Source: an optimization exercise on an open RTL-to-GDS flow (aim: small area). Production flows keep margins and buffers that such runs may drop.
Only simulation tests tie the RTL to the original design; equivalence was not proved.
No activity file was given, so power comes from the tool's default toggle rates.

## flow/design.v

```verilog
module input_event_queue #(
  parameter  int CHANNELS = 6,
  parameter  int WIDTH    = 32,
  parameter  int DEPTH    = 16,
  parameter  int TS_WIDTH = 33,
  localparam int CW       = (CHANNELS > 1) ? $clog2(CHANNELS) : 1,
  localparam int AW       = $clog2(DEPTH)
) (
  input  logic                      clk_sys,
  input  logic                      reset,
  input  logic [CHANNELS*WIDTH-1:0] joystick,
  input  logic [TS_WIDTH-1:0]       timestamp,
  input  logic                      sample_en,
  input  logic                      clear,
  output logic                      evt_valid,
  input  logic                      evt_ready,
  output logic [CW-1:0]             evt_channel,
  output logic [WIDTH-1:0]          evt_data,
  output logic [TS_WIDTH-1:0]       evt_ts,
  output logic [AW:0]               count,
  output logic                      busy,
  output logic                      overflow,
  output logic [15:0]               drop_count
);
  localparam int EW = CW + WIDTH + TS_WIDTH;
  typedef enum logic {S_IDLE, S_SCAN} state_t;
  state_t              r_state;
  logic [CW-1:0]       r_idx;
  logic [WIDTH-1:0]    r_snap [CHANNELS];
  logic [WIDTH-1:0]    r_last [CHANNELS];
  logic [TS_WIDTH-1:0] r_snap_ts;
  logic [EW-1:0]       r_mem [DEPTH];
  logic [AW-1:0]       r_wptr;
  logic [AW-1:0]       r_rptr;
  logic [AW:0]         r_count;
  logic                r_overflow;
  logic [15:0]         r_drop;
  logic                w_scan;
  logic                w_full;
  logic                w_diff;
  logic                w_push;
  logic                w_refuse;
  logic                w_pop;
  assign w_scan   = (r_state == S_SCAN);
  assign w_full   = (r_count == (AW+1)'(DEPTH));
  assign w_diff   = (r_snap[r_idx] != r_last[r_idx]);
  assign w_push   = !clear && w_scan && w_diff && !w_full;
  assign w_refuse = !clear && w_scan && w_diff && w_full;
  assign w_pop    = !clear && (r_count != '0) && evt_ready;
  always_ff @(posedge clk_sys) begin
    if (reset) begin
      r_state   <= S_IDLE;
      r_idx     <= '0;
      r_snap_ts <= '0;
      for (int unsigned i = 0; i < CHANNELS; i++) begin
        r_snap[i] <= '0;
        r_last[i] <= '0;
      end
    end else if (clear) begin
      r_state <= S_IDLE;
      r_idx   <= '0;
      for (int unsigned i = 0; i < CHANNELS; i++) r_last[i] <= '0;
    end else begin
      case (r_state)
        S_IDLE: begin
          if (sample_en) begin
            for (int unsigned i = 0; i < CHANNELS; i++)
              r_snap[i] <= joystick[i*WIDTH +: WIDTH];
            r_snap_ts <= timestamp;
            r_idx     <= '0;
            r_state   <= S_SCAN;
          end
        end
        S_SCAN: begin
          if (w_push) r_last[r_idx] <= r_snap[r_idx];
          if (r_idx == CW'(CHANNELS - 1)) begin
            r_state <= S_IDLE;
          end else begin
            r_idx <= r_idx + CW'(1);
          end
        end
        default: r_state <= S_IDLE;
      endcase
    end
  end
  always_ff @(posedge clk_sys) begin
    if (reset) begin
      for (int unsigned i = 0; i < DEPTH; i++) r_mem[i] <= '0;
    end else if (w_push) begin
      r_mem[r_wptr] <= {r_idx, r_snap[r_idx], r_snap_ts};
    end
  end
  always_ff @(posedge clk_sys) begin
    if (reset || clear) begin
      r_wptr     <= '0;
      r_rptr     <= '0;
      r_count    <= '0;
      r_overflow <= 1'b0;
      r_drop     <= '0;
    end else begin
      if (w_push) r_wptr <= r_wptr + AW'(1);
      if (w_pop)  r_rptr <= r_rptr + AW'(1);
      case ({w_push, w_pop})
        2'b10:   r_count <= r_count + (AW+1)'(1);
        2'b01:   r_count <= r_count - (AW+1)'(1);
        default: r_count <= r_count;
      endcase
      if (w_refuse) begin
        r_overflow <= 1'b1;
        if (r_drop != '1) r_drop <= r_drop + 16'd1;
      end
    end
  end
  assign evt_valid = (r_count != '0);
  assign {evt_channel, evt_data, evt_ts} = r_mem[r_rptr];
  assign count      = r_count;
  assign busy       = w_scan;
  assign overflow   = r_overflow;
  assign drop_count = r_drop;
endmodule
```

## flow/run.sh

```bash
#!/bin/bash
# synth_recipe.tcl (not shown) runs the flow's synth.tcl, then flattens the netlist and writes it again
# the make line also repeats each setting of config.mk as NAME=value (left out here)
make -C /OpenROAD-flow-scripts/flow DESIGN_CONFIG=/design/flow/config.mk WORK_HOME=/design/flow/orfs CLKGATE_MAP_FILE= SYNTH_SCRIPT=/design/flow/synth_recipe.tcl finish
```

## flow/config.mk

```make
export PLATFORM = sky130hd
export DESIGN_NAME = input_event_queue
export DESIGN_NICKNAME = input_event_queue
export VERILOG_FILES = /design/flow/design.v
export SDC_FILE = /design/flow/constraint.sdc
export NUM_CORES = 4
export LEC_CHECK = 0
export CAP_MARGIN = 20
export CORE_MARGIN = 2
export CORE_UTILIZATION = 40
export PLACE_DENSITY = 0.6
export SLEW_MARGIN = 20
```

## flow/constraint.sdc

```tcl
create_clock -name core_clock -period 6.0 [get_ports {clk_sys}]
set_input_delay 1.2000 -clock core_clock [delete_from_list [all_inputs] [get_ports {clk_sys}]]
set_output_delay 1.2000 -clock core_clock [all_outputs]
set_load 0.01 [all_outputs]
```

==> qor.yml, run 1 <==
floorplanning:
  io_pins: 322
  fp.dieH_microns: 421
  die_x_microns: 421
  design.die.area_sq_mm: 0.177
  fp.coreArea_sq_mm: 0.172
  start_util_pct: 40.4
  rows: 152
synthesis:
  ys_seq_elements: 1610
  syn_nets: 5452
  synth.cell_area_sq_mm: 0.0695
  synth.distinct_cells: 62
  ys.flop_type: "edfxtp_1"
  avgSynthCellArea_sq_um: 13.4
  syn_inst: 5202
  postSynth.asyncResetShare_pct: 0
  yosys_warnings: 2
  ys_seq_area_share_pct: 65.8
  synth-edff-count: 1344
global_route:
  grt_pass1_wl_microns: 303000
  grt.total_usage_pct: 23.3
  grt_pass1_vias: 45240
  grt-ovfl-total: 0
  grt_max_degree: 195
  antenna_found_initial: 1
min_path:
  hold_class: "flop to flop"
clock_network:
  cts_tree: "yes"
  htreeDepth: 4
  root_buffer: "clkbuf_16"
  insertion_delay_ns: 0.82
  clkTransAtPathRegs_ns: 0.06
  hold_buffers: 0
  cts_buffers: 173
  cts_buffer_depth: 3
  cts_sinks: 1610
sta:
  rsz0062_at_grt: "false"
  slew_headroom_pct: 4.36
  tightest_slew_ns: 1.43
  clock.fmax_ghz: 0.176
  layout_min_cycle_time_ns: 5.70
  maxSlewViolCount: 0
  setup_violations: 0
  fin_crit_sh_pct: 94.9
  finClkSkew_ns: 0.0553
  finalHoldViolations: 0
  totalNegativeSetupSlack_ns: 0
layout:
  final_common_cell: "edfxtp_1"
  final_cell_mix: "edfxtp_1 (1,344), nor2_1 (1,106), nand2_1 (759)"
  drive_gt1_share_pct: 16.3
  seq_area_sq_mm: 0.0457
  multiInputGateArea_sq_mm: 0.0223
  fin_nets: 5689
  area_growth_pct: 18.0
  utilization_pct: 47.6
  stdcell_count: 7902
  fillers: 15011
place:
  place_congestion: 0.827
  detailed_place_hpwl_microns: 125000
  portBuffers: 321
  dpl.cell_count: 7564
drt:
  wire_per_inst_microns: 26.4
  firstDrtPassIters: 6
  vias: 44594
  routed_wl_microns: 208000
  remaining_drc_errors: 0
  wl_met2_microns: 106000
  wl_met1_microns: 81000
  dr.max_layer_used: "met4"
  wl_met3_microns: 15200
  vias_per_cell: 5.64
  drt_iter0_drc: 5079
  ant_nets: 0
power:
  p_leak_nw: 26.6
  ir_worst_vdd_uv: 271
  powerDensity_mw_per_mm2: 301
critical_path:
  crit_arrival_ns: 6.41
  start_kind: "flop"
  crit_chain: "inv_2, ha_1, buf_4, nor2_1, a32o_1, a21oi_1, buf_4, xnor2_1, or4_1, nor4_1, and4_1, nor2_4, inv_2, ha_1, inv_1, fa_1, inv_1, a21o_1, a21oi_1, xnor2_1, or3_1, a21oi_1"
  crit_buf_inv: 6
  cpMaxStageDelayCell: "dfxtp_2"
  path_common_cell: "a21oi_1"
  crit_family: "simple AND/OR/NAND/NOR gates"
  path_class: "flop to flop"
  r2r_setup_slack_ns: 0.30
  cp-end-kind: "flop"
  cp.required_ns: 6.72
  worstPathMaxFanout: 31
  max_stage_delay_ns: 0.56
run:
  maxCapViolCount: 0
outcome:
  status: "finished clean"
## flip-flops by register name, indices dropped and copies added (netlist names), named ones only
register,flops
r_count,5
r_drop,16
r_idx,3
r_last,256
r_mem,1088
r_overflow,1
r_rptr,4
r_snap,192
r_snap_ts,33
r_state,1
r_wptr,4
## cell families after synthesis
kind of cell	count (synthesis)	synth area share [%]
simple gates	2230	13.3
mux	440	13.6
flops	1610	65.8
xor+xnor	39	0.492
fa+ha+maj	20	0.371
compound gates	421	3.64
buf+inv	442	2.80
## synthesized netlist by cell type, types with 5 or more instances
master / n / area, sq um
a21oi_1: 275 / 1380
clkbuf_1: 248 / 931
a32o_1: 7 / 70.1
a22oi_1: 7 / 52.6
o21ai_0: 18 / 90.1
nor2_1: 1113 / 4180
a221o_1: 5 / 50.1
a221oi_1: 17 / 149
nand2_1: 760 / 2850
a31o_2: 16 / 140
buf_2: 111 / 556
a2111oi_0: 7 / 61.3
nor3_1: 34 / 170
o31ai_1: 11 / 82.6
xor2_1: 24 / 210
a31oi_1: 10 / 62.6
nand4_1: 10 / 62.6
nor2b_1: 8 / 50.1
inv_1: 9 / 33.8
and3_1: 200 / 1250
or3_1: 9 / 56.3
edfxtp_1: 1344 / 40400
nand3b_1: 8 / 60.1
mux4_2: 404 / 9100
and2_1: 20 / 125
a211oi_1: 5 / 37.5
mux2i_1: 33 / 330
nand3_1: 19 / 95.1
nand2b_1: 20 / 125
dfxtp_1: 266 / 5330
nor3b_1: 8 / 60.1
o21ai_1: 10 / 50.1
nor4_1: 5 / 31.3
ha_1: 19 / 238
a22o_1: 12 / 105
buf_1: 31 / 116
buf_4: 40 / 300
xnor2_1: 15 / 131
or4_1: 11 / 82.6
## final cells by class
type / count / area share [%]
Sequential cell: 1610 / 55.8
Multi-Input combinational cell: 3154 / 27.3
Timing Repair Buffer: 488 / 6.36
Clock buffer: 244 / 5.87
Tap cell: 2310 / 3.53
Clock inverter: 83 / 1.15
Inverter: 12 / 0.0595
Antenna cell: 1 / 0.00305
## worst reg2reg max path, stage by stage, from the launching register on
cell and delay (ns):
dfxtp_2 0.56, inv_2 0.27, ha_1 0.42, buf_4 0.39, nor2_1 0.09, a32o_1 0.21
a21oi_1 0.28, buf_4 0.30, xnor2_1 0.15, or4_1 0.54, nor4_1 0.31, and4_1 0.38
nor2_4 0.07, inv_2 0.06, ha_1 0.21, inv_1 0.10, fa_1 0.40, inv_1 0.07
a21o_1 0.12, a21oi_1 0.08, xnor2_1 0.14, or3_1 0.31, a21oi_1 0.14
## per-stage QoR
stage                     instance area (sq um)  worst slack [ns]  power [mW]  hold slack [ns]
after detailed placement                  76100            0.0982        14.2            0.443
final                                     82000             0.303        24.7            0.453
after CTS                                 81800            0.0894        24.8            0.451
after floorplan                           69500            0.0870        13.4            0.431
after global routing                      82000            0.0231        25.4            0.468
after global placement                    76100             0.189        14.2            0.439
## layer usage
| metal | GRT usage, % | vias up |
|---|---|---|
| li1 | - | 19499 |
| met1 | 30.4 | 22793 |
| met2 | 40.4 | 1997 |
| met3 | 3.38 | 305 |
| met4 | 6.91 | 0 |
| met5 | 0 | - |
## timing repair
action | in CTS | in global routing
endpoints found under the hold margin | 0 | 0
endpoints found under the setup margin | 0 | 1080
setup buffers | 0 | 6
gates resized for setup | 0 | 6
## where the power goes
| group | switching (mW) | internal (mW) |
|---|---|---|
| Clock | 4.55 | 6.20 |
| Combinational | 0.797 | 0.499 |
| Sequential | 0.158 | 12.5 |
## path summary, 6_finish.rpt
path / startpoint / to / cells past startpoint
max: r_idx[2] / r_count[4] / 22
min reg2reg: r_snap[0][14] / r_snap[0][14] / 2
min: r_snap[0][14] / r_snap[0][14] / 2
max reg2reg: r_idx[2] / r_count[4] / 22
==> run 2, diff against run 1 <==
==> flow/design.v (replaced) <==
module input_event_queue #(
  parameter  int CHANNELS = 6,
  parameter  int WIDTH    = 32,
  parameter  int DEPTH    = 16,
  parameter  int TS_WIDTH = 33,
  localparam int CW       = (CHANNELS > 1) ? $clog2(CHANNELS) : 1,
  localparam int AW       = $clog2(DEPTH)
) (
  input  logic                      clk_sys,
  input  logic                      reset,
  input  logic [CHANNELS*WIDTH-1:0] joystick,
  input  logic [TS_WIDTH-1:0]       timestamp,
  input  logic                      sample_en,
  input  logic                      clear,
  output logic                      evt_valid,
  input  logic                      evt_ready,
  output logic [CW-1:0]             evt_channel,
  output logic [WIDTH-1:0]          evt_data,
  output logic [TS_WIDTH-1:0]       evt_ts,
  output logic [AW:0]               count,
  output logic                      busy,
  output logic                      overflow,
  output logic [15:0]               drop_count
);
  localparam int EW = CW + WIDTH + TS_WIDTH;
  logic                r_busy;
  logic [CW-1:0]       r_idx;
  logic [WIDTH-1:0]    r_snap [CHANNELS];
  logic [TS_WIDTH-1:0] r_snap_ts;
  logic [WIDTH-1:0]    r_last [CHANNELS];
  logic [CHANNELS-1:0] r_lv;
  logic [EW-1:0]       r_mem [DEPTH];
  logic [AW:0]         r_count;
  logic                r_overflow;
  logic [15:0]         r_drop;
  logic                w_kill;
  logic                w_full;
  logic                w_diff;
  logic                w_push;
  logic                w_refuse;
  logic                w_pop;
  logic [WIDTH-1:0]    w_last_head;
  assign w_kill      = reset || clear;
  assign w_full      = r_count[AW];
  assign w_last_head = r_lv[0] ? r_last[0] : '0;
  assign w_diff      = (r_snap[0] != w_last_head);
  assign w_push      = !clear && r_busy && w_diff && !w_full;
  assign w_refuse    = !clear && r_busy && w_diff && w_full;
  assign w_pop       = !clear && (r_count != '0) && evt_ready;
  always_ff @(posedge clk_sys) begin
    if (w_kill) begin
      r_busy <= 1'b0;
    end else if (!r_busy) begin
      r_busy <= sample_en;
    end else if (r_idx == CW'(CHANNELS - 1)) begin
      r_busy <= 1'b0;
    end
  end
  always_ff @(posedge clk_sys) begin
    if (r_busy) r_idx <= r_idx + CW'(1);
    else        r_idx <= '0;
  end
  always_ff @(posedge clk_sys) begin
    for (int i = 0; i < CHANNELS - 1; i++)
      r_snap[i] <= r_busy ? r_snap[i+1] : joystick[i*WIDTH +: WIDTH];
    r_snap[CHANNELS-1] <= joystick[(CHANNELS-1)*WIDTH +: WIDTH];
  end
  always_ff @(posedge clk_sys) begin
    if (!r_busy) r_snap_ts <= timestamp;
  end
  always_ff @(posedge clk_sys) begin
    if (r_busy) begin
      for (int i = 0; i < CHANNELS - 1; i++) r_last[i] <= r_last[i+1];
      r_last[CHANNELS-1] <= w_full ? r_last[0] : r_snap[0];
    end
  end
  always_ff @(posedge clk_sys) begin
    if (w_kill) begin
      r_lv <= '0;
    end else if (r_busy) begin
      r_lv <= {r_lv[0] || w_push, r_lv[CHANNELS-1:1]};
    end
  end
  always_ff @(posedge clk_sys) begin
    if (w_push) begin
      r_mem[0] <= {r_idx, r_snap[0], r_snap_ts};
      for (int i = 1; i < DEPTH; i++) r_mem[i] <= r_mem[i-1];
    end
  end
  always_ff @(posedge clk_sys) begin
    if (w_kill) begin
      r_count    <= '0;
      r_overflow <= 1'b0;
      r_drop     <= '0;
    end else begin
      case ({w_push, w_pop})
        2'b10:   r_count <= r_count + (AW+1)'(1);
        2'b01:   r_count <= r_count - (AW+1)'(1);
        default: r_count <= r_count;
      endcase
      if (w_refuse) begin
        r_overflow <= 1'b1;
        if (r_drop != '1) r_drop <= r_drop + 16'd1;
      end
    end
  end
  logic [EW-1:0] w_head;
  always_comb begin
    w_head = '0;
    for (int i = 0; i < DEPTH; i++)
      w_head = w_head | ({EW{r_count == (AW+1)'(i + 1)}} & r_mem[i]);
  end
  assign evt_valid = (r_count != '0);
  assign {evt_channel, evt_data, evt_ts} = w_head;
  assign count      = r_count;
  assign busy       = r_busy;
  assign overflow   = r_overflow;
  assign drop_count = r_drop;
endmodule
--- a/flow/config.mk
+++ b/flow/config.mk
@@ -7,6 +7,6 @@
 export LEC_CHECK = 0
 export CAP_MARGIN = 20
 export CORE_MARGIN = 2
-export CORE_UTILIZATION = 40
-export PLACE_DENSITY = 0.6
+export CORE_UTILIZATION = 65
+export PLACE_DENSITY = 0.75
 export SLEW_MARGIN = 20
==> run 2 against run 1 <==
Still clean; register-to-register slack better by 1.1 ns; maximum frequency rose by 2.7%; highest routed layer is now met5; worst hold slack worse by 0.049 ns; via count is 32% lower; flip-flop and latch count fell by 73; final cell count shrank 43%; sequential power is 5% lower.
==> qor.yml, run 2 <==
clock_network:
  hold_buffers: 0  # unchanged
  htreeDepth: 4  # unchanged
  insertion_delay_ns: 0.74  # was 0.82 ns
  cts_post_setup_buffers_inserted: 0  # unchanged
  cts_sinks: 1537  # was 1,610
  root_buffer: "clkbuf_16"  # unchanged
  clkTransAtPathRegs_ns: 0.06  # about the same
  cts_buffers: 149  # was 173
  cts_buffer_depth: 3  # unchanged
  ctsResizeCount: 0  # unchanged
  cts_tree: "yes"  # unchanged
sta:
  maxSlewViolCount: 0  # unchanged
  holdWs_ns: 0.404  # was 0.453 ns
  finalHoldViolations: 0  # unchanged
  clock.fmax_ghz: 0.180  # was 0.176 GHz
  fin_crit_sh_pct: 92.5  # was 94.9%
  slew_headroom_pct: 26.1  # was 4.36%
  layout_min_cycle_time_ns: 5.55  # was 5.70 ns
  totalNegativeSetupSlack_ns: 0  # unchanged
  finClkSkew_ns: 0.0280  # was 0.0553 ns
  setup_violations: 0  # unchanged
  tightest_slew_ns: 1.11  # was 1.43 ns
  rsz0062_at_grt: "false"  # unchanged
power:
  p_leak_nw: 20.6  # was 26.6 nW
  seq_power_share_pct: 55.1  # was 51.2%
  swShare_pct: 20.0  # was 22.3%
  power_switching_mw: 4.36  # was 5.51 mW
  ir_worst_vdd_uv: 333  # was 271 uV
  clock_power_share_pct: 42.5  # was 43.5%
  p_comb_share_pct: 2.5  # was 5.2%
  powerDensity_mw_per_mm2: 343  # was 301 mW/mm^2
  internal-power_mw: 17.5  # was 19.2 mW
floorplanning:
  io_pins: 322  # unchanged
  fp.coreArea_sq_mm: 0.0821  # was 0.172 sq mm
  rows: 105  # was 152
  die_x_microns: 292  # was 421 microns
  fp.dieH_microns: 292  # was 421 microns
  start_util_pct: 65.7  # was 40.4%
  design.die.area_sq_mm: 0.0854  # was 0.177 sq mm
place:
  portBuffers: 321  # unchanged
  detailed_place_hpwl_microns: 74800  # was 125,000 microns
  dpl.cell_count: 4226  # was 7,564
  placed_area_sq_mm: 0.0587  # was 0.0761 sq mm
  place_congestion: 0.857  # was 0.827
synthesis:
  syn_inst: 2925  # was 5,202
  synth.distinct_cells: 44  # was 62
  yosys_warnings: 4  # was 2
  synth_top_area_share_pct: 73.0  # was 58.1%
  synth-edff-count: 1313  # was 1,344
  netlist.top_cell.by_area: "edfxtp_1"  # unchanged
  ys.flop_type: "edfxtp_1"  # unchanged
  ys_seq_area_share_pct: 81.4  # was 65.8%
  avgSynthCellArea_sq_um: 18.5  # was 13.4 sq um
  postSynth.asyncResetShare_pct: 0  # unchanged
  netlist_top_cells_count: "edfxtp_1 (1,313), a22oi_1 (303), dfxtp_1 (224)"  # was edfxtp_1 (1,344), nor2_1 (1,113), nand2_1 (760)
  ys_seq_elements: 1537  # was 1,610
  synthTopCellsByArea: "edfxtp_1 (73%), dfxtp_1 (8.3%), mux2_2 (4.5%)"  # was edfxtp_1 (58%), mux4_2 (13%), dfxtp_1 (7.7%)
  synth.most_common_cell: "edfxtp_1"  # unchanged
  syn_nets: 3165  # was 5,452
  synth.cell_area_sq_mm: 0.0540  # was 0.0695 sq mm
critical_path:
  critPathLaunch: "r_count[4]"  # was r_idx[2]
  worstPathMaxFanout: 19  # was 31
  start_kind: "flop"  # unchanged
  cp-end-kind: "output pin"  # was flop
  worstSetupEndpoint: "evt_data[17]"  # was r_count[4]
  r2r_setup_slack_ns: 1.45  # was 0.30 ns
  reg2reg_depth: 10  # was 22
  r2r-start: "r_lv[0]"  # was r_idx[2]
  cp.required_ns: 4.80  # was 6.72 ns
  timing.rr.end: "r_mem[1][16]"  # was r_count[4]
  path_class: "flop to output pin"  # was flop to flop
  crit_arrival_ns: 4.35  # was 6.41 ns
layout:
  drive_gt1_share_pct: 15.1  # was 16.3%
  fin_area_sq_mm: 0.0636  # was 0.0820 sq mm
  final_common_cell: "edfxtp_1"  # unchanged
  top_regs: "r_mem: 1088 flops, r_last: 192 flops, r_snap: 192 flops"  # was r_mem: 1088 flops, r_last: 256 flops, r_snap: 192 flops
  regMostFlops: "r_mem"  # unchanged
  fin_nets: 3550  # was 5,689
  stdcell_count: 4502  # was 7,902
  utilization_pct: 77.5  # was 47.6%
  diodes: 0  # was 1
  area_growth_pct: 17.9  # was 18.0%
  final_cell_mix: "edfxtp_1 (1,313), clkdlybuf4s50_1 (321), a22oi_1 (303)"  # was edfxtp_1 (1,344), nor2_1 (1,106), nand2_1 (759)
  largest_reg_flops: 1088  # unchanged
global_route:
  grt-ovfl-total: 0  # unchanged
  grt_max_degree: 251  # was 195
  grt_pass1_wl_microns: 189000  # was 303,000 microns
  antenna_found_initial: 3  # was 1
  grt_pass1_vias: 30146  # was 45,240
  grt.total_usage_pct: 30.0  # was 23.3%
drt:
  routed_wl_microns: 129000  # was 208,000 microns
  remaining_drc_errors: 0  # unchanged
  vias: 30153  # was 44,594
  wire_per_inst_microns: 28.7  # was 26.4 microns
  drt_iter0_drc: 4372  # was 5,079
  ant_nets: 0  # unchanged
  vias_per_cell: 6.70  # was 5.64
  firstDrtPassIters: 6  # unchanged
run:
  maxCapViolCount: 0  # unchanged
min_path:
  hold_start: "r_last[2][24]"  # was r_snap[0][14]
  hold_class: "flop to flop"  # unchanged
outcome:
  status: "finished clean"  # unchanged
[run 2: cell count changes in the layout (fill, tap and decap cells not counted), sizes merged, moves of 195 or more]
| cell | previous run | this run |
|---|---|---|
| nor2 | 1113 | 72 |
| nand2 | 760 | 77 |
| mux4 | 404 | 0 |
| a22oi | 7 | 303 |
| a21oi | 276 | 45 |
| mux2 | 3 | 216 |
| and3 | 200 | 5 |
[run 2: metal layers]
layer / vias up / global-route usage [%] / wire length [microns]
li1: 12744 / - / -
met1: 15103 / 40.5 / 48100
met2: 2030 / 47.8 / 62300
met3: 274 / 6.99 / 14000
met4: 2 / 12.0 / 4640
met5: - / 0 / 11
[run 2: cells by family (layout without fill, tap and decap cells)]
group	after synthesis	count (layout)	share of synthesized area (%)
compound gates	612	612	8.50
xor+xnor	25	25	0.406
fa+ha+maj	10	10	0.232
buf+inv	162	669	1.20
flops	1537	1537	81.4
mux	246	246	5.06
simple gates	333	333	3.25
[run 2: critical path, cell delays in order, from the launching register on]
cell and delay (ns):
dfxtp_2 0.32, inv_1 0.31, nand2_1 0.57, nor2_4 0.77
buf_4 0.46, a22oi_1 0.17, nand4_1 0.18, a211o_1 0.27
clkdlybuf4s50_1 0.59
[run 2: stage by stage]
step,total power [mW],setup slack [ns]
after floorplan,12.6,-12.42
after global placement,12.7,1.42
after detailed placement,12.8,1.31
after CTS,21.9,0.477
after global routing,22.4,0.371
final,21.8,0.451
[run 2: worst min path at each step]
stage | cells after the start | end | slack [ns]
after floorplan | 0 | r_last[0][0] | 0.40
after global placement | 0 | r_mem[0][1] | 0.40
after detailed placement | 0 | r_last[0][2] | 0.40
after CTS | 0 | r_last[1][24] | 0.40
after global routing | 0 | r_last[1][24] | 0.41
final | 0 | r_last[1][24] | 0.40
[run 2: final cells by class]
cell class | instances | area, sq um
Clock buffer | 203 | 4140
Clock inverter | 70 | 679
Fill cell | 4441 | 18500
Inverter | 10 | 41.3
Multi-Input combinational cell | 1226 | 9540
Sequential cell | 1537 | 43900
Tap cell | 1070 | 1340
Timing Repair Buffer | 386 | 3950
[run 2: power by group through the flow]
stage / clock [mW] / sequential (mW) / combinational, mW
finish: 9.27 / 12.0 / 0.541
global route: 9.78 / 12.0 / 0.580
CTS: 9.37 / 12.0 / 0.542
detailed placement: 0 / 12.2 / 0.538
global placement: 0 / 12.2 / 0.523
floorplan: 0 / 12.3 / 0.243
==> run 3, diff against run 2 <==
--- a/flow/config.mk
+++ b/flow/config.mk
@@ -7,6 +7,6 @@
 export LEC_CHECK = 0
 export CAP_MARGIN = 20
 export CORE_MARGIN = 2
-export CORE_UTILIZATION = 65
-export PLACE_DENSITY = 0.75
+export CORE_UTILIZATION = 40
+export PLACE_DENSITY = 0.6
 export SLEW_MARGIN = 20
==> run 3 against run 2 <==
Routed wire length up 2.3%; flip-flop and latch count unchanged; setup slack better by 0.12 ns; critical path type unchanged; largest power group unchanged; highest routed layer unchanged.
==> qor.yml, run 3 <==
sta:
  fin_crit_sh_pct: 90.5  # was 92.5%
  finalHoldViolations: 0  # unchanged
  setup_violations: 0  # unchanged
  layout_setup_ws_ns: 0.570  # was 0.451 ns
  finClkSkew_ns: 0.0308  # was 0.0280 ns
  slew_headroom_pct: 29.2  # was 26.1%
  layout_min_cycle_time_ns: 5.43  # was 5.55 ns
  rsz0062_at_grt: "false"  # unchanged
  tightest_slew_ns: 1.06  # was 1.11 ns
  maxSlewViolCount: 0  # unchanged
  clock.fmax_ghz: 0.184  # was 0.180 GHz
  totalNegativeSetupSlack_ns: 0  # unchanged
synthesis:
  synth.cell_area_sq_mm: 0.0540  # unchanged
  synth_compound_area_share_pct: 8.50  # unchanged
  avgSynthCellArea_sq_um: 18.5  # unchanged
  syn_nets: 3165  # unchanged
  yosys_warnings: 4  # unchanged
  synth-edff-count: 1313  # unchanged
  synth_top_family_by_area: "compound AO/OA/AOI/OAI gates"  # unchanged
  synth_mux_area_share_pct: 5.06  # unchanged
  synthAdderAreaFrac_pct: 0.232  # unchanged
  postSynth.asyncResetShare_pct: 0  # unchanged
  ys_seq_area_share_pct: 81.4  # unchanged
  netlist_top_cells_count: "edfxtp_1 (1,313), a22oi_1 (303), dfxtp_1 (224)"  # unchanged
  ys_seq_elements: 1537  # unchanged
  synth_xor_area_share_pct: 0.406  # unchanged
  synth_top_area_share_pct: 73.0  # unchanged
  synth.distinct_cells: 44  # unchanged
  synth.most_common_cell: "edfxtp_1"  # unchanged
  syn_inst: 2925  # unchanged
  yosys.area_share.simple_pct: 3.25  # unchanged
  netlist.top_cell.by_area: "edfxtp_1"  # unchanged
  synthTopCellsByArea: "edfxtp_1 (73%), dfxtp_1 (8.3%), mux2_2 (4.5%)"  # unchanged
  ys.flop_type: "edfxtp_1"  # unchanged
power:
  ir_worst_vdd_uv: 265  # was 333 uV
  fin_total_pwr_mw: 22.1  # was 21.8 mW
  p_leak_nw: 20.7  # was 20.6 nW
  powerDensity_mw_per_mm2: 342  # was 343 mW/mm^2
clock_network:
  root_buffer: "clkbuf_16"  # unchanged
  cts_buffers: 157  # was 149
  clkTransAtPathRegs_ns: 0.06  # about the same
  hold_buffers: 0  # unchanged
  cts_buffer_depth: 3  # unchanged
  ctsResizeCount: 0  # unchanged
  htreeDepth: 4  # unchanged
  cts_post_setup_buffers_inserted: 0  # unchanged
  insertion_delay_ns: 0.77  # was 0.74 ns
  cts_sinks: 1537  # unchanged
  cts_tree: "yes"  # unchanged
critical_path:
  crit_chain: "inv_1, nand2_1, nor2_4, buf_12, a22oi_1, and4_1, nand4_1, clkdlybuf4s50_1"  # was inv_1, nand2_1, nor2_4, buf_4, a22oi_1, nand4_1, a211o_1, clkdlybuf4s50_1
  reg2reg_depth: 8  # was 10
  cp.required_ns: 4.80  # about the same
  crit_arrival_ns: 4.23  # was 4.35 ns
  start_kind: "flop"  # unchanged
  max_stage_delay_ns: 0.78  # was 0.77 ns
  cpMaxStageDelayCell: "clkdlybuf4s50_1"  # was nor2_4
  r2r_setup_slack_ns: 1.66  # was 1.45 ns
  worstPathMaxFanout: 32  # was 19
  cp-end-kind: "output pin"  # unchanged
  path_class: "flop to output pin"  # unchanged
layout:
  regMostFlops: "r_mem"  # unchanged
  top_regs: "r_mem: 1088 flops, r_last: 192 flops, r_snap: 192 flops"  # unchanged
  fin_nets: 3561  # was 3,550
  largest_reg_flops: 1088  # unchanged
  area_growth_pct: 19.8  # was 17.9%
  drive_gt1_share_pct: 15.4  # was 15.1%
  final_cell_mix: "edfxtp_1 (1,313), clkdlybuf4s50_1 (321), a22oi_1 (303)"  # unchanged
  final_common_cell: "edfxtp_1"  # unchanged
  fin_area_sq_mm: 0.0647  # was 0.0636 sq mm
  stdcell_count: 5213  # was 4,502
drt:
  drt_iter0_drc: 3783  # was 4,372
  vias_per_cell: 5.60  # was 6.70
  remaining_drc_errors: 0  # unchanged
  firstDrtPassIters: 8  # was 6
  vias: 29206  # was 30,153
  wire_per_inst_microns: 25.3  # was 28.7 microns
  routed_wl_microns: 132000  # was 129,000 microns
  ant_nets: 0  # unchanged
place:
  portBuffers: 321  # unchanged
  detailed_place_hpwl_microns: 79200  # was 74,800 microns
  placed_area_sq_mm: 0.0597  # was 0.0587 sq mm
  pre_cts_ws_ns: 1.38  # was 1.31 ns
  place_congestion: 0.789  # was 0.857
  dpl.cell_count: 4930  # was 4,226
outcome:
  status: "finished clean"  # unchanged
floorplanning:
  fp.dieH_microns: 371  # was 292 microns
  start_util_pct: 40.4  # was 65.7%
  io_pins: 322  # unchanged
  rows: 134  # was 105
  die_x_microns: 371  # was 292 microns
  design.die.area_sq_mm: 0.138  # was 0.0854 sq mm
  fp.coreArea_sq_mm: 0.134  # was 0.0821 sq mm
global_route:
  grt-ovfl-total: 0  # unchanged
  grt_pass1_vias: 28762  # was 30,146
  grt.total_usage_pct: 18.8  # was 30.0%
  antenna_found_initial: 7  # was 3
  grt_pass1_wl_microns: 192000  # was 189,000 microns
  grt_max_degree: 189  # was 251
min_path:
  hold_class: "flop to flop"  # unchanged
  min_path_cells: 0  # unchanged
run:
  maxCapViolCount: 0  # unchanged
## run 3: cell counts after synthesis
No cell type changed its count.
## run 3: logic make-up after synthesis
group,Yosys count
DFF,1537
AOI/OAI and AO/OA,612
and+or+nand+nor,333
muxes,246
buffers and inverters,162
xor gates and xnor gates,25
adders and majority gates,10
## run 3: worst paths after layout
check | from | end
max | r_count[4] | evt_data[31]
max reg2reg | r_lv[0] | r_mem[5][11]
min | r_last[4][25] | r_last[3][25]
min reg2reg | r_last[4][25] | r_last[3][25]
## run 3: final cells by class
class | instances | area (sq um)
Clock inverter | 78 | 722
Antenna cell | 2 | 5.00
Fill cell | 11083 | 68900
Timing Repair Buffer | 389 | 3960
Inverter | 10 | 41.3
Clock buffer | 203 | 4260
Multi-Input combinational cell | 1226 | 9550
Tap cell | 1768 | 2210
Sequential cell | 1537 | 43900
## run 3: per-stage QoR
step | util (%) | hold slack (ns)
after floorplan | - | 0.400
after global placement | 44.7 | 0.401
after detailed placement | 44.7 | 0.405
after CTS | 48.4 | 0.411
after global routing | 48.4 | 0.413
final | 48.4 | 0.404
## run 3: worst max-delay path, delay by kind of cell (launching register included)
kind            cells  cell delay [ns]
buf+inv             3             1.53
simple gates        4             1.45
compound gates      1             0.15
flops               1             0.32
## run 3: layer usage
| layer | wire length [microns] | vias to the layer above | track usage [%] |
|---|---|---|---|
| met2 | 60800 | 1320 | 28.8 |
| met5 | 32 | - | 0 |
| met1 | 56800 | 14908 | 26.5 |
| li1 | - | 12786 | - |
| met3 | 11500 | 188 | 4.57 |
| met4 | 2740 | 4 | 5.79 |
## run 3: power by group
| group | internal [mW] | leakage [nW] | switching [mW] | total, mW |
|---|---|---|---|---|
| logic | 0.277 | 4.35 | 0.255 | 0.531 |
| registers | 11.9 | 13.9 | 0.166 | 12.0 |
| clock network | 5.53 | 2.44 | 4.02 | 9.55 |
| total | 17.7 | 20.7 | 4.44 | 22.1 |
==> run 4, diff against run 3 <==
--- a/flow/config.mk
+++ b/flow/config.mk
@@ -8,5 +8,8 @@
 export CAP_MARGIN = 20
 export CORE_MARGIN = 2
 export CORE_UTILIZATION = 40
+export CTS_BUF_LIST = sky130_fd_sc_hd__clkbuf_8
+export CTS_CLUSTER_DIAMETER = 50
+export CTS_CLUSTER_SIZE = 18
 export PLACE_DENSITY = 0.6
 export SLEW_MARGIN = 20
==> run 4 against run 3 <==
Still clean; routed wire length down 0.56%; power decreased by 13%; design area is 3.0% lower; area after synthesis is the same; critical path type unchanged.
==> qor.yml, run 4 <==
power:
  ir_worst_vdd_uv: 219  # was 265 uV
  p_comb_share_pct: 2.8  # was 2.4%
  power_switching_mw: 4.32  # was 4.44 mW
  swShare_pct: 22.5  # was 20.1%
  clock_power_share_pct: 34.6  # was 43.2%
  internal-power_mw: 14.9  # was 17.7 mW
  powerDensity_mw_per_mm2: 306  # was 342 mW/mm^2
  seq_power_share_pct: 62.6  # was 54.4%
  p_leak_nw: 19.8  # was 20.7 nW
critical_path:
  start_kind: "flop"  # unchanged
  cp-end-kind: "output pin"  # unchanged
  cp.required_ns: 4.80  # about the same
  path_class: "flop to output pin"  # unchanged
  worstPathMaxFanout: 19  # was 32
  crit_arrival_ns: 4.32  # was 4.23 ns
place:
  dpl.cell_count: 4930  # unchanged
  portBuffers: 321  # unchanged
  detailed_place_hpwl_microns: 79200  # unchanged
  place_congestion: 0.789  # unchanged
drt:
  wire_per_inst_microns: 25.3  # about the same
  vias: 29037  # was 29,206
  routed_wl_microns: 131000  # was 132,000 microns
  wl_met1_microns: 56300  # was 56,800 microns
  ant_nets: 0  # unchanged
  dr.max_layer_used: "met5"  # unchanged
  wl_met3_microns: 12000  # was 11,500 microns
  firstDrtPassIters: 7  # was 8
  wl_met2_microns: 60400  # was 60,800 microns
  remaining_drc_errors: 0  # unchanged
  drt_iter0_drc: 3561  # was 3,783
  vias_per_cell: 5.60  # about the same
synthesis:
  yosys_warnings: 4  # unchanged
  synthAdderAreaFrac_pct: 0.232  # unchanged
  netlist_top_cells_count: "edfxtp_1 (1,313), a22oi_1 (303), dfxtp_1 (224)"  # unchanged
  ys.flop_type: "edfxtp_1"  # unchanged
  synth_mux_area_share_pct: 5.06  # unchanged
  postSynth.asyncResetShare_pct: 0  # unchanged
  yosys.area_share.simple_pct: 3.25  # unchanged
  synth_xor_area_share_pct: 0.406  # unchanged
  synth_top_family_by_area: "compound AO/OA/AOI/OAI gates"  # unchanged
  synth.cell_area_sq_mm: 0.0540  # unchanged
  synthTopCellsByArea: "edfxtp_1 (73%), dfxtp_1 (8.3%), mux2_2 (4.5%)"  # unchanged
  ys_seq_area_share_pct: 81.4  # unchanged
  netlist.top_cell.by_area: "edfxtp_1"  # unchanged
  synth-edff-count: 1313  # unchanged
  synth.distinct_cells: 44  # unchanged
  ys_seq_elements: 1537  # unchanged
  synth_top_area_share_pct: 73.0  # unchanged
  synth_compound_area_share_pct: 8.50  # unchanged
  synth.most_common_cell: "edfxtp_1"  # unchanged
  syn_nets: 3165  # unchanged
  avgSynthCellArea_sq_um: 18.5  # unchanged
  syn_inst: 2925  # unchanged
clock_network:
  cts_buffer_depth: 3  # unchanged
  hold_buffers: 0  # unchanged
  cts_buffers: 140  # was 157
  cts_sinks: 1537  # unchanged
  insertion_delay_ns: 0.90  # was 0.77 ns
  ctsResizeCount: 0  # unchanged
  cts_tree: "yes"  # unchanged
  clkTransAtPathRegs_ns: 0.10  # was 0.06 ns
  root_buffer: "clkbuf_8"  # was clkbuf_16
  cts_post_setup_buffers_inserted: 0  # unchanged
  htreeDepth: 4  # unchanged
sta:
  clock.fmax_ghz: 0.181  # was 0.184 GHz
  rsz0062_at_grt: "false"  # unchanged
  totalNegativeSetupSlack_ns: 0  # unchanged
  finalHoldViolations: 0  # unchanged
  maxSlewViolCount: 0  # unchanged
  setup_violations: 0  # unchanged
  finClkSkew_ns: 0.0604  # was 0.0308 ns
  tightest_slew_ns: 1.09  # was 1.06 ns
  layout_min_cycle_time_ns: 5.52  # was 5.43 ns
  slew_headroom_pct: 27.1  # was 29.2%
  fin_crit_sh_pct: 92.0  # was 90.5%
layout:
  regMostFlops: "r_mem"  # unchanged
  stdcell_count: 5188  # was 5,213
  top_regs: "r_mem: 1088 flops, r_last: 192 flops, r_snap: 192 flops"  # unchanged
  fin_nets: 3544  # was 3,561
  largest_reg_flops: 1088  # unchanged
  area_growth_pct: 16.2  # was 19.8%
  drive_gt1_share_pct: 16.0  # was 15.4%
  fillers: 11319  # was 11,083
  final_cell_mix: "edfxtp_1 (1,313), clkdlybuf4s50_1 (321), a22oi_1 (303)"  # unchanged
  final_common_cell: "edfxtp_1"  # unchanged
floorplanning:
  start_util_pct: 40.4  # unchanged
  rows: 134  # unchanged
  io_pins: 322  # unchanged
  die_x_microns: 371  # unchanged
  fp.coreArea_sq_mm: 0.134  # unchanged
  fp.dieH_microns: 371  # unchanged
  design.die.area_sq_mm: 0.138  # unchanged
global_route:
  grt.total_usage_pct: 18.6  # was 18.8%
  grt_max_degree: 189  # unchanged
  grt_pass1_wl_microns: 190000  # was 192,000 microns
  grt_pass1_vias: 28335  # was 28,762
  antenna_found_initial: 8  # was 7
  grt-ovfl-total: 0  # unchanged
run:
  maxCapViolCount: 0  # unchanged
min_path:
  hold_class: "flop to flop"  # unchanged
outcome:
  status: "finished clean"  # unchanged
==> run 4: cell types whose count changed in the layout (fill, tap and decap cells not counted), moves of 15 or more <==
cell,change
inv_1,+15
clkbuf_16,-164
clkbuf_1,-37
inv_6,+19
clkbuf_8,+142
clkinv_1,-19
==> run 4: cells by family after synthesis <==
| family | after synthesis |
|---|---|
| AOI/OAI and AO/OA | 612 |
| xor gates and xnor gates | 25 |
| adders and majority gates | 10 |
| buffers and inverters | 162 |
| DFF | 1537 |
| muxes | 246 |
| and+or+nand+nor | 333 |
==> run 4: power by group through the flow <==
stage	registers (mW)	logic (mW)	clock network, mW
3_3_place_gp	12.2	0.536	0
5_1_grt	12.0	0.577	7.22
3_5_place_dp	12.2	0.539	0
4_1_cts	12.0	0.543	6.86
2_1_floorplan	12.3	0.243	0
6_report	12.0	0.531	6.64
==> run 4: worst max-delay path, stage by stage, from the launching register on <==
cell	delay, ns
dfxtp_2	0.33
inv_1	0.40
nand2_1	0.40
nor2_4	0.69
buf_4	0.40
a222oi_1	0.12
nand4_1	0.30
clkdlybuf4s50_1	0.78
==> run 4: area by class of cell <==
| class | count | area (sq um) | share of cell area (%) |
|---|---|---|---|
| multi-input cells | 1226 | 9550 | 15.2 |
| diodes | 2 | 5.00 | 0.00798 |
| flip-flops and latches | 1537 | 43900 | 70.0 |
| clock buffers | 143 | 1970 | 3.14 |
| repair buffers | 389 | 3960 | 6.32 |
| inverters | 10 | 41.3 | 0.0658 |
| clock inverters | 113 | 1050 | 1.67 |
| well taps | 1768 | 2210 | 3.53 |
==> run 4: worst paths after layout <==
kind	startpoint	end	slack, ns	cells after the start
setup / recovery	r_count[4]	evt_data[31]	0.48	7
hold / removal	r_last[3][8]	r_last[2][8]	0.40	0
setup reg to reg	r_lv[0]	r_mem[6][37]	1.68	8
hold reg to reg	r_last[3][8]	r_last[2][8]	0.40	0
==> run 4: per-layer routing <==
metal / up-vias / track usage (%)
met5: - / 0
met2: 1305 / 28.7
met3: 180 / 4.97
li1: 12732 / -
met1: 14816 / 26.3
met4: 4 / 4.91
==> run 4: stage by stage <==
step	cell area [sq um]	hold WS [ns]	power [mW]	worst slack, ns	utilization (%)
after global placement	59700	0.401	12.8	1.35	44.7
after CTS	62700	0.409	19.4	0.366	46.9
final	62700	0.400	19.2	0.478	46.9
after floorplan	54000	0.400	12.6	-12.42	-
after detailed placement	59700	0.405	12.8	1.38	44.7
after global routing	62700	0.418	19.8	0.234	46.9
==> run 5, diff against run 4 <==
==> flow/flow/run.sh (new file) <==
#!/bin/bash
# Layout with the standard flow (standard.sh), changing only two knobs:
#  * port buffers use the smallest buffer cell instead of a delay buffer;
#  * clock tree synthesis uses clkbuf_8 sink clusters and no dummy loads.
# Each tool's output goes to a log file of its own in this folder; ORFS keeps
# its per-step logs under orfs/logs/.
set -euo pipefail
export BUFFER_PORTS_ARGS="-buffer_cell sky130_fd_sc_hd__buf_1"
export CTS_ARGS="-sink_clustering_enable -repair_clock_nets -dont_use_dummy_load -buf_list sky130_fd_sc_hd__clkbuf_8 -sink_clustering_size 20 -sink_clustering_max_diameter 40"
bash standard.sh > standard.log 2>&1
==> flow/standard.sh (new file) <==
#!/bin/bash
# synth_recipe.tcl (not shown) runs the flow's synth.tcl, then flattens the netlist and writes it again
# the make line also repeats each setting of config.mk as NAME=value (left out here)
make -C /OpenROAD-flow-scripts/flow DESIGN_CONFIG=/design/flow/config.mk WORK_HOME=/design/flow/orfs CLKGATE_MAP_FILE= SYNTH_SCRIPT=/design/flow/synth_recipe.tcl "${@:-finish}"
==> flow/config.mk (replaced) <==
export PLATFORM = sky130hd
export DESIGN_NAME = input_event_queue
export DESIGN_NICKNAME = input_event_queue
export VERILOG_FILES = /design/flow/design.v
export SDC_FILE = /design/flow/constraint.sdc
export NUM_CORES = 4
export LEC_CHECK = 0
export CAP_MARGIN = 5
export CORE_MARGIN = 2
export CORE_UTILIZATION = 40
export GPL_TIMING_DRIVEN = 0
export PLACE_DENSITY = 0.6
export SLEW_MARGIN = 5
removed: flow/run.sh
==> run 5 against run 4 <==
Still clean on timing, DRC and antenna; critical path depth rose by 4; worst hold slack got worse by 0.034 ns; die area did not move; design area fell by 3.4%; clock skew rose by 0.050 ns; setup slack got worse by 0.36 ns; global-route usage rose by 1.7 points; count of clock-buffer cells in the layout rose by 30; sequential share of layout area rose by 2.4 points; maximum frequency fell by 6.1%; combinational power fell by 13%; clock power fell by 11%; critical endpoint is now evt_ts[3].
==> qor.yml, run 5 <==
synthesis:
  postSynth.asyncResetShare_pct: 0  # unchanged
  netlist.top_cell.by_area: "edfxtp_1"  # unchanged
  ys.flop_type: "edfxtp_1"  # unchanged
  synth-edff-count: 1313  # unchanged
  syn_inst: 2925  # unchanged
  synth.distinct_cells: 44  # unchanged
  netlist_top_cells_count: "edfxtp_1 (1,313), a22oi_1 (303), dfxtp_1 (224)"  # unchanged
  ys_seq_elements: 1537  # unchanged
  synth_top_area_share_pct: 73.0  # unchanged
  synthTopCellsByArea: "edfxtp_1 (73%), dfxtp_1 (8.3%), mux2_2 (4.5%)"  # unchanged
  syn_nets: 3165  # unchanged
  synth.most_common_cell: "edfxtp_1"  # unchanged
  avgSynthCellArea_sq_um: 18.5  # unchanged
  synth.cell_area_sq_mm: 0.0540  # unchanged
  yosys_warnings: 4  # unchanged
  ys_seq_area_share_pct: 81.4  # unchanged
layout:
  final_common_cell: "edfxtp_1"  # unchanged
  final_cell_mix: "edfxtp_1 (1,313), buf_1 (335), a22oi_1 (303)"  # was edfxtp_1 (1,313), clkdlybuf4s50_1 (321), a22oi_1 (303)
  area_growth_pct: 12.3  # was 16.2%
  largest_reg_flops: 1088  # unchanged
  fin_nets: 3692  # was 3,544
  utilization_pct: 45.4  # was 46.9%
  top_regs: "r_mem: 1088 flops, r_last: 192 flops, r_snap: 192 flops"  # unchanged
  fin_area_sq_mm: 0.0606  # was 0.0627 sq mm
  drive_gt1_share_pct: 14.7  # was 16.0%
  regMostFlops: "r_mem"  # unchanged
drt:
  firstDrtPassIters: 7  # unchanged
  drt_iter0_drc: 3779  # was 3,561
  routed_wl_microns: 142000  # was 131,000 microns
  wire_per_inst_microns: 27.3  # was 25.3 microns
  vias_per_cell: 5.72  # was 5.60
  remaining_drc_errors: 0  # unchanged
  vias: 29880  # was 29,037
  ant_nets: 0  # unchanged
global_route:
  grt_pass1_wl_microns: 201000  # was 190,000 microns
  grt_pass1_vias: 29191  # was 28,335
  grt-ovfl-total: 0  # unchanged
  antenna_found_initial: 7  # was 8
  grt.total_usage_pct: 20.3  # was 18.6%
  grt_max_degree: 65  # was 189
floorplanning:
  design.die.area_sq_mm: 0.138  # unchanged
  die_x_microns: 371  # unchanged
  fp.dieH_microns: 371  # unchanged
  io_pins: 322  # unchanged
  fp.coreArea_sq_mm: 0.134  # unchanged
  start_util_pct: 40.4  # unchanged
  rows: 134  # unchanged
critical_path:
  cp-end-kind: "output pin"  # unchanged
  path_class: "flop to output pin"  # unchanged
  crit_arrival_ns: 4.68  # was 4.32 ns
  worstPathMaxFanout: 10  # was 19
  r2r-start: "r_lv[0]"  # unchanged
  cp.required_ns: 4.80  # about the same
  critPathLaunch: "r_count[4]"  # unchanged
  start_kind: "flop"  # unchanged
place:
  detailed_place_hpwl_microns: 95700  # was 79,200 microns
  placed_area_sq_mm: 0.0581  # was 0.0597 sq mm
  portBuffers: 321  # unchanged
  pre_cts_ws_ns: -1.06  # was 1.38 ns
  place_congestion: 0.844  # was 0.789
sta:
  maxSlewViolCount: 0  # unchanged
  rsz0062_at_grt: "false"  # unchanged
  finClkSkew_ns: 0.111  # was 0.0604 ns
  tightest_slew_ns: 1.23  # was 1.09 ns
  fin_crit_sh_pct: 98.0  # was 92.0%
  totalNegativeSetupSlack_ns: 0  # unchanged
  layout_min_cycle_time_ns: 5.88  # was 5.52 ns
  finalHoldViolations: 0  # unchanged
  clock.fmax_ghz: 0.170  # was 0.181 GHz
  setup_violations: 0  # unchanged
  layout_setup_ws_ns: 0.118  # was 0.478 ns
  slew_headroom_pct: 17.7  # was 27.1%
clock_network:
  htreeDepth: 4  # unchanged
  cts_tree: "yes"  # unchanged
  hold_buffers: 0  # unchanged
  insertion_delay_ns: 0.94  # was 0.90 ns
  root_buffer: "clkbuf_8"  # unchanged
  cts_buffers: 173  # was 140
  cts_sinks: 1537  # unchanged
  cts_buffer_depth: 3  # unchanged
  clkTransAtPathRegs_ns: 0.11  # was 0.10 ns
power:
  powerDensity_mw_per_mm2: 304  # was 306 mW/mm^2
  p_leak_nw: 18.9  # was 19.8 nW
  ir_worst_vdd_uv: 230  # was 219 uV
min_path:
  hold_start: "r_last[1][31]"  # was r_last[3][8]
  hold_class: "flop to flop"  # unchanged
outcome:
  status: "finished clean"  # unchanged
run:
  maxCapViolCount: 0  # unchanged
-- run 5: cell counts after synthesis --
Identical to the previous run, type by type.
-- run 5: critical path: stages (launching register included) --
cell	delay, ns
dfxtp_1	0.42
inv_1	0.17
buf_2	0.33
nand2_1	0.29
nor2_1	0.45
buf_2	0.41
buf_1	0.87
a22oi_1	0.17
nand3_1	0.16
a21oi_1	0.05
o211ai_1	0.25
buf_1	0.20
-- run 5: logic make-up after synthesis --
kind of cell	Yosys count	synth area share (%)
AOI/OAI and AO/OA	612	8.50
DFF	1537	81.4
adders and majority gates	10	0.232
muxes	246	5.06
buffers and inverters	162	1.20
and+or+nand+nor	333	3.25
xor gates and xnor gates	25	0.406
-- run 5: through the flow --
stage / power, mW / cells / hold slack, ns
4_1_cts: 18.6 / 5218 / 0.282
5_1_grt: 19.0 / 5220 / 0.344
3_5_place_dp: 12.7 / 5047 / 0.405
2_1_floorplan: 12.6 / 2925 / 0.400
6_report: 18.4 / 5221 / 0.366
3_3_place_gp: 12.9 / 5014 / 0.401
-- run 5: power breakdown --
part	total [mW]	internal [mW]	leakage [nW]	switching (mW)
clock network	5.93	2.55	1.24	3.39
registers	12.0	11.8	13.9	0.161
logic	0.460	0.189	3.82	0.271
total	18.4	14.6	18.9	3.82
-- run 5: path summary, 6_finish.rpt --
check	slack (ns)	cells past startpoint	end
max	0.12	11	evt_ts[3]
min	0.37	0	r_last[0][31]
max reg2reg	1.28	14	r_mem[11][61]
min reg2reg	0.37	0	r_last[0][31]
-- run 5: cell type report --
class                      instances  area (sq um)
multi-input combinational       1226          9440
tap                             1768          2210
inverter                          10          43.8
timing repair buffer             354          1890
antenna                            3          7.51
sequential                      1537         43900
clock buffer                     173          2380
buffer                           150           716
fill                           11537         73000
-- run 5: metal layers --
metal	GRT usage, %	vias up	routed length [microns]
met2	31.4	1619	65200
met1	27.3	15102	57600
met3	5.91	268	15000
met4	7.23	6	4500
li1	-	12885	-
met5	0	-	105
-- run 5: timing repair --
item | CTS | global route
endpoints found under the setup margin | 68 | 11
pin swaps | 0 | 0
gates resized for setup | 65 | 13
buffers inserted | 0 | 0
==> run 6, diff against run 5 <==
--- a/flow/flow/run.sh
+++ b/flow/flow/run.sh
@@ -6,5 +6,5 @@
 # its per-step logs under orfs/logs/.
 set -euo pipefail
 export BUFFER_PORTS_ARGS="-buffer_cell sky130_fd_sc_hd__buf_1"
-export CTS_ARGS="-sink_clustering_enable -repair_clock_nets -dont_use_dummy_load -buf_list sky130_fd_sc_hd__clkbuf_8 -sink_clustering_size 20 -sink_clustering_max_diameter 40"
+export CTS_ARGS="-sink_clustering_enable -repair_clock_nets -dont_use_dummy_load -buf_list sky130_fd_sc_hd__clkbuf_8 -sink_clustering_size 18 -sink_clustering_max_diameter 50"
 bash standard.sh > standard.log 2>&1
--- a/flow/config.mk
+++ b/flow/config.mk
@@ -5,9 +5,8 @@
 export SDC_FILE = /design/flow/constraint.sdc
 export NUM_CORES = 4
 export LEC_CHECK = 0
-export CAP_MARGIN = 5
+export CAP_MARGIN = 20
 export CORE_MARGIN = 2
 export CORE_UTILIZATION = 40
-export GPL_TIMING_DRIVEN = 0
 export PLACE_DENSITY = 0.6
-export SLEW_MARGIN = 5
+export SLEW_MARGIN = 20
==> run 6 against run 5 <==
Sequential power is essentially flat; setup slack improved by 0.30 ns; count of clock-buffer cells in the layout is 34 lower; core utilization fell by 0.85 points; power down 3.6%; critical path depth fell by 3; flip-flop and latch count stayed put; area after synthesis unchanged; die area stayed put; register-to-register slack better by 0.38 ns; design area down 1.9%; largest power group unchanged.
==> qor.yml, run 6 <==
outcome:
  status: "finished clean"  # unchanged
clock_network:
  cts_buffer_depth: 3  # unchanged
  hold_buffers: 0  # unchanged
  clkTransAtPathRegs_ns: 0.10  # was 0.11 ns
  insertion_delay_ns: 0.91  # was 0.94 ns
  root_buffer: "clkbuf_8"  # unchanged
  cts_buffers: 139  # was 173
  htreeDepth: 4  # unchanged
  cts_tree: "yes"  # unchanged
  cts_sinks: 1537  # unchanged
  ctsResizeCount: 0  # was 65
  cts_post_setup_buffers_inserted: 0  # unchanged
synthesis:
  synth.distinct_cells: 44  # unchanged
  ys.flop_type: "edfxtp_1"  # unchanged
  synthTopCellsByArea: "edfxtp_1 (73%), dfxtp_1 (8.3%), mux2_2 (4.5%)"  # unchanged
  synth-edff-count: 1313  # unchanged
  ys_seq_area_share_pct: 81.4  # unchanged
  postSynth.asyncResetShare_pct: 0  # unchanged
  synth.most_common_cell: "edfxtp_1"  # unchanged
  netlist_top_cells_count: "edfxtp_1 (1,313), a22oi_1 (303), dfxtp_1 (224)"  # unchanged
  syn_inst: 2925  # unchanged
  netlist.top_cell.by_area: "edfxtp_1"  # unchanged
  ys_seq_elements: 1537  # unchanged
  yosys_warnings: 4  # unchanged
  syn_nets: 3165  # unchanged
  synth_top_area_share_pct: 73.0  # unchanged
  synth.cell_area_sq_mm: 0.0540  # unchanged
  avgSynthCellArea_sq_um: 18.5  # unchanged
layout:
  fillers: 11533  # was 11,537
  drive_gt1_share_pct: 13.4  # was 14.7%
  top_regs: "r_mem: 1088 flops, r_last: 192 flops, r_snap: 192 flops"  # unchanged
  final_common_cell: "edfxtp_1"  # unchanged
  largest_reg_flops: 1088  # unchanged
  area_growth_pct: 10.2  # was 12.3%
  final_cell_mix: "edfxtp_1 (1,313), buf_1 (321), a22oi_1 (303)"  # was edfxtp_1 (1,313), buf_1 (335), a22oi_1 (303)
  utilization_pct: 44.5  # was 45.4%
  fin_nets: 3531  # was 3,692
  regMostFlops: "r_mem"  # unchanged
min_path:
  hold_class: "flop to flop"  # unchanged
  hold_start: "r_snap_ts[10]"  # was r_last[1][31]
  hold_end: "r_mem[0][10]"  # was r_last[0][31]
  min_path_cells: 0  # unchanged
sta:
  slew_headroom_pct: 27.0  # was 17.7%
  fin_crit_sh_pct: 93.1  # was 98.0%
  setup_violations: 0  # unchanged
  finalHoldViolations: 0  # unchanged
  layout_min_cycle_time_ns: 5.58  # was 5.88 ns
  totalNegativeSetupSlack_ns: 0  # unchanged
  tightest_slew_ns: 1.09  # was 1.23 ns
  layout_setup_ws_ns: 0.417  # was 0.118 ns
  rsz0062_at_grt: "false"  # unchanged
  clock.fmax_ghz: 0.179  # was 0.170 GHz
  finClkSkew_ns: 0.116  # was 0.111 ns
  maxSlewViolCount: 0  # unchanged
power:
  internal-power_mw: 14.1  # was 14.6 mW
  power_switching_mw: 3.66  # was 3.82 mW
  clock_power_share_pct: 29.9  # was 32.3%
  ir_worst_vdd_uv: 246  # was 230 uV
  powerDensity_mw_per_mm2: 298  # was 304 mW/mm^2
  fin_total_pwr_mw: 17.7  # was 18.4 mW
  swShare_pct: 20.6  # was 20.8%
  seq_power_share_pct: 67.7  # was 65.2%
  p_leak_nw: 18.3  # was 18.9 nW
  p_comb_share_pct: 2.4  # was 2.5%
critical_path:
  r2r-start: "r_lv[0]"  # unchanged
  r2r_setup_slack_ns: 1.66  # was 1.28 ns
  reg2reg_depth: 9  # was 14
  timing.rr.end: "r_mem[12][27]"  # was r_mem[11][61]
  path_class: "flop to output pin"  # unchanged
  cp-end-kind: "output pin"  # unchanged
  cpMaxStageDelayCell: "nor2_4"  # was buf_1
  start_kind: "flop"  # unchanged
  cp.required_ns: 4.80  # about the same
  crit_chain: "inv_1, nand2_1, nor2_4, buf_4, a22oi_1, and3_1, nand4_1, buf_1"  # was inv_1, buf_2, nand2_1, nor2_1, buf_2, buf_1, a22oi_1, nand3_1, a21oi_1, o211ai_1, buf_1
  worstPathMaxFanout: 23  # was 10
  max_stage_delay_ns: 0.92  # was 0.87 ns
  crit_arrival_ns: 4.38  # was 4.68 ns
run:
  maxCapViolCount: 0  # unchanged
floorplanning:
  start_util_pct: 40.4  # unchanged
  design.die.area_sq_mm: 0.138  # unchanged
  rows: 134  # unchanged
  die_x_microns: 371  # unchanged
  fp.dieH_microns: 371  # unchanged
  io_pins: 322  # unchanged
  fp.coreArea_sq_mm: 0.134  # unchanged
drt:
  firstDrtPassIters: 8  # was 7
  routed_wl_microns: 130000  # was 142,000 microns
  wire_per_inst_microns: 25.6  # was 27.3 microns
  vias_per_cell: 5.68  # was 5.72
  ant_nets: 0  # unchanged
  vias: 28722  # was 29,880
  drt_iter0_drc: 3493  # was 3,779
  remaining_drc_errors: 0  # unchanged
place:
  detailed_place_hpwl_microns: 76500  # was 95,700 microns
  pre_cts_ws_ns: 1.34  # was -1.06 ns
  place_congestion: 0.789  # was 0.844
  portBuffers: 321  # unchanged
global_route:
  antenna_found_initial: 9  # was 7
  grt_pass1_wl_microns: 187000  # was 201,000 microns
  grt_max_degree: 196  # was 65
  grt.total_usage_pct: 18.4  # was 20.3%
  grt-ovfl-total: 0  # unchanged
  grt_pass1_vias: 28018  # was 29,191
[run 6: metrics by stage]
| step | instance area, sq um | std cells | hold WS, ns |
|---|---|---|---|
| after global placement | 57500 | 4918 | 0.401 |
| after CTS | 59500 | 5057 | 0.301 |
| after floorplan | 54000 | 2925 | 0.400 |
| after global routing | 59500 | 5060 | 0.336 |
| after detailed placement | 57500 | 4918 | 0.405 |
| final | 59500 | 5061 | 0.351 |
[run 6: worst max-delay path by stage]
| stage | start | end | slack (ns) | cells past startpoint |
|---|---|---|---|---|
| 3_3_place_gp | r_count[4] | evt_channel[0] | 1.31 | 8 |
| 4_1_cts | r_count[4] | evt_channel[0] | 0.32 | 8 |
| 5_1_grt | r_count[4] | evt_channel[0] | 0.16 | 8 |
| 6_report | r_count[4] | evt_channel[0] | 0.42 | 8 |
| 3_5_place_dp | r_count[4] | evt_channel[0] | 1.34 | 8 |
| 2_1_floorplan | r_busy | r_mem[0][0] | -12.42 | 4 |
[run 6: layout make-up]
class,instances,area (sq um),share of cell area (%)
Antenna cell,4,10.0,0.0168
Inverter,10,41.3,0.0694
Multi-Input combinational cell,1226,9550,16.1
Sequential cell,1537,43900,73.9
Clock buffer,139,1910,3.22
Tap cell,1768,2210,3.72
Timing Repair Buffer,377,1830,3.07
[run 6: kinds of logic after synthesis]
family / synth area share, %
adders and majority gates: 0.232
and+or+nand+nor: 3.25
DFF: 81.4
xor gates and xnor gates: 0.406
muxes: 5.06
buffers and inverters: 1.20
AOI/OAI and AO/OA: 8.50
[run 6: layer usage]
layer	global-route usage, %	wire, microns
met5	0	31
met4	6.16	3390
met3	4.81	11600
met2	28.0	58800
met1	25.8	55600
[run 6: power groups by stage]
stage	Clock (mW)	Combinational [mW]	Sequential, mW
6_report	5.31	0.421	12.0
5_1_grt	5.88	0.464	12.0
4_1_cts	5.51	0.432	12.0
3_5_place_dp	0	0.430	12.2
3_3_place_gp	0	0.424	12.2
2_1_floorplan	0	0.243	12.3
[run 6: worst max-delay path: cells and delay by family, from the launching register on]
kind | cells | cell delay (ns)
flip-flops | 1 | 0.33
AO/OA/AOI/OAI | 1 | 0.13
AND/OR/NAND/NOR | 4 | 1.94
buffers and inverters | 3 | 1.05

[what the ideal ports hide]
No port has a modelled driver above. Below, the same layouts with a new extraction and two added sets of constraints. Step 1 (the two cells are an assumption about what drives the block):
set clk [get_ports {clk_sys}]
set_driving_cell -lib_cell sky130_fd_sc_hd__clkbuf_16 $clk
set_driving_cell -lib_cell sky130_fd_sc_hd__buf_2 [delete_from_list [all_inputs] $clk]
Step 2 adds t to the input delays and takes it off the output delays; t is the mean of the earliest and latest rising clock arrival at the registers after step 1. Input paths then give back, and output paths get back, about the clock's delay inside the block. a / b / c = ideal ports / drivers / drivers and shift; a / b = the first two.
| run | t, ns | slack for setup (ns) | worst hold slack (ns) | worst setup path after step 2 | cell pins on the clock port's net |
|---|---|---|---|---|---|
| run 1 | 0.879 | 0.303 / 0.303 / 0.303 | 0.453 / 0.453 / 0.453 | register to register | 1 |
| run 2 | 0.796 | 0.451 / 0.379 / 1.175 | 0.404 / 0.404 / 0.404 | register to output | 1 |
| run 3 | 0.830 | 0.570 / 0.497 / 1.327 | 0.404 / 0.404 / 0.404 | register to output | 1 |
| run 4 | 0.947 | 0.478 / 0.404 / 1.351 | 0.400 / 0.400 / 0.400 | register to output | 1 |
| run 5 | 0.960 | 0.118 / 0.044 / 1.004 | 0.366 / 0.324 / 0.366 | register to output | 1 |
| run 6 | 0.932 | 0.417 / 0.338 / 1.270 | 0.351 / 0.334 / 0.351 | register to output | 1 |
After both steps every run listed still meets setup and hold.
